Context: an optimization exercise on an open-source flow, tuned for small area, a short achievable clock period and few clock cycles per item. The choices shown serve that exercise and are no tape-out recipe.
The RTL was checked by simulation tests, not by an equivalence proof against the original design.
No activity file was given, so power comes from the tool's default toggle rates.

## job 101
## risc_integer_execute_unit_core
module risc_integer_execute_unit_core #(
  parameter int unsigned Xlen = rieu_pkg::XLEN
) (
  input  wire logic            clk_i,
  input  wire logic            rst_ni,
  input  wire logic            in_valid_i,
  output logic                 in_ready_o,
  input  wire logic [5:0]      mode_i,
  input  wire logic [5:0]      function_code_i,
  input  wire logic [Xlen-1:0] operand_a_i,
  input  wire logic [Xlen-1:0] operand_b_i,
  input  wire logic [15:0]     immediate_i,
  input  wire logic [4:0]      shift_amount_i,
  input  wire logic [Xlen-1:0] syscall_code_i,
  output logic                 out_valid_o,
  input  wire logic            out_ready_i,
  output logic [Xlen-1:0]      result_o,
  output logic                 result_valid_o,
  output logic [Xlen-1:0]      hi_value_o,
  output logic [Xlen-1:0]      lo_value_o,
  output logic                 halt_o,
  output logic                 unsupported_o
);
  logic [31:0] hi_q, lo_q, res_q;
  logic        hix_q;                     
  logic        vld_q, halt_q, uns_q, ov_q, busy_q;
  logic        p_mul_q, p_fix_q, p_pre_q, p_div_q, p_nq_q, p_nr_q;
  logic [5:0]  cnt_q;                     
  logic        bp_q;                      
  logic        lead_q;                    
  logic        msgn_q, na_q, nb_q;
  wire [31:0] a = operand_a_i;
  wire [31:0] b = operand_b_i;
  wire [5:0]  fn = function_code_i;
  wire        spec = (mode_i == OP_SPECIAL);
  logic is_add, is_sub, is_slt, is_and, is_or, is_xor, is_nor, is_sll, is_srl, is_sra;
  logic is_mfhi, is_mflo, is_mthi, is_mtlo, is_mul, is_div, is_sys, is_nop;
  logic is_addi, is_slti, is_andi, is_ori, is_xori, is_lui, known;
  always_comb begin
    is_add = 0; is_sub = 0; is_slt = 0; is_and = 0; is_or = 0; is_xor = 0; is_nor = 0;
    is_sll = 0; is_srl = 0; is_sra = 0; is_mfhi = 0; is_mflo = 0; is_mthi = 0; is_mtlo = 0;
    is_mul = 0; is_div = 0; is_sys = 0; is_nop = 0;
  ...
clock: 6.0 ns
lec_check: 0
cap_margin: 30
cell_pad_in_sites_detail_placement: 1
cell_pad_in_sites_global_placement: 1
core_margin: 2
core_utilization: 35
gpl_timing_driven: 1
place_density: 0.5
setup_slack_margin: 0.3
slew_margin: 20
standard.sh (not shown) runs the stock make flow with config.mk's settings and CLKGATE_MAP_FILE= SYNTH_SCRIPT=/design/flow/synth_recipe.tcl, a recipe that flattens the netlist after the stock synthesis.
==> flow/flow/run.sh <==
#!/bin/bash
# The standard layout, with a 1x buffer (instead of the default delay buffer) on every port.
set -euo pipefail
export BUFFER_PORTS_ARGS="-buffer_cell sky130_fd_sc_hd__buf_1"
bash standard.sh > standard_make.log 2>&1
Job 101 finished end to end and its layout was clean on timing, DRC and antenna.
Testbench counts of job 101, summed over its fixed seeds: cycles 29,781, items 16,000.
Setup changes, job 101 to job 102
diff --git a/flow/design.v b/flow/design.v
--- a/flow/design.v
+++ b/flow/design.v
@@ -161,38 +161,33 @@
     sh_out = $unsigned($signed({is_sra & b[31], sh_in}) >>> shift_amount_i);
     for (int i = 0; i < 32; i++) sh_rev[i] = sh_out[31-i];
   end
   wire s_sum = is_add | is_sub | is_addi;
   wire s_lt  = is_slt | is_slti;
   wire s_and = is_and | is_andi;
   wire s_or  = is_or | is_ori;
   wire s_xor = is_xor | is_xori;
   wire s_srx = is_srl | is_sra;
   wire s_b   = is_mul | is_div;              
-  wire t11 = s_and | s_or | s_b;
-  wire t10 = s_or | s_xor;
-  wire t01 = s_or | s_xor | s_b;
-  wire t00 = is_nor;
-  logic [31:0] lg;
-  always_comb
-    for (int i = 0; i < 32; i++)
-      lg[i] = a[i] ? (yl[i] ? t11 : t10) : (yl[i] ? t01 : t00);
   wire [31:0] alu =
       ({32{s_sum}}   & sum[31:0]) |
       ({32{s_lt}}    & {31'h0, lt}) |
-      lg |
+      ({32{s_and}}   & (a & yl)) |
+      ({32{s_or}}    & (a | yl)) |
+      ({32{s_xor}}   & (a ^ yl)) |
+      ({32{is_nor}}  & ~(a | yl)) |
       ({32{is_lui}}  & {immediate_i, 16'h0}) |
       ({32{is_sll}}  & sh_rev) |
       ({32{s_srx}}   & sh_out) |
       ({32{is_mfhi}} & hi_q) |
       ({32{is_mflo}} & lo_q) |
-      32'h0;
+      ({32{s_b}}     & b);
   wire vld_d = s_sum | s_lt | s_and | s_or | s_xor | is_nor | is_lui | is_sll | s_srx |
                is_mfhi | is_mflo;
   wire div0      = (b == 32'h0);
   wire start_mul = is_mul;
   wire start_div = is_div & !div0;
   wire sgn       = ~fn[0];                           
   assign in_ready_o = !busy_q && (!ov_q || out_ready_i);
   wire accept = in_valid_i && in_ready_o;
   wire        bneg = msgn_q & res_q[31];
   wire [36:0] bx   = {{5{bneg}}, res_q};
Findings:
Job 102: all stages complete, timing, DRC and antenna checks passed. Between job 102 and job 101, the clock power does not differ in any meaningful way. Job 102 vs job 101: via count up. Cmp job 102 vs job 101: synthesized netlist net count higher in job 102. As far as fraction of area in clock buffers and inverters is concerned, job 101 and job 102 perform about the same. Taking job 101 as the reference point, the number of global-route vias before repair of job 102 rises by 1332. Job 102 vs. job 101: quantity of hold-fixing buffers added after cts essentially unchanged, non-clock inverter total of the final layout has increased, first-pass GRT wire length rose by 13 mm. Going from job 101 to job 102, setup slack after layout shrinks by 0.028 ns. For power, dividing the value from job 101 by the value from job 102 gives 1.18. The number of buffers inserted by post-CTS setup repair reported for job 102 is greater than that of job 101 by 6. Comparing share of the clock period used by the worst path after layout for job 101 and job 102, the smaller number came from job 101. Measured against each other, job 101 and job 102 differ in leakage power total, the lower figure coming from job 101.
Testbench counts of job 102, summed over its fixed seeds: cycles 29,781, items 16,000.

[static timing again, ports no longer ideal]
In the flow no input, the clock included, has a driving cell. The finished layouts below were timed again as built, in two steps. Step 1 sets driving cells, clkbuf_16 on the clock port and buf_2 on the other inputs (assumed; they add their load-dependent delay and slew). Step 2 also shifts input and output timing later by t, the mid clock arrival at the registers, as if the neighbouring blocks saw the same clock. a / b / c = ideal ports / drivers / drivers and shift; a / b = the first two.
| run | t (ns) | setup WS [ns] | worst setup path at the end |
|---|---|---|---|
| job 101 | 0.557 | 0.395 / 0.395 / 0.009 | input to register |
| job 102 | 0.562 | 0.367 / 0.367 / 0.087 | input to register |
After both steps every run listed still meets setup and hold. The setup slack of job 101, which loses most, moves by 0.000 ns with the drivers and by -0.386 ns with both steps.
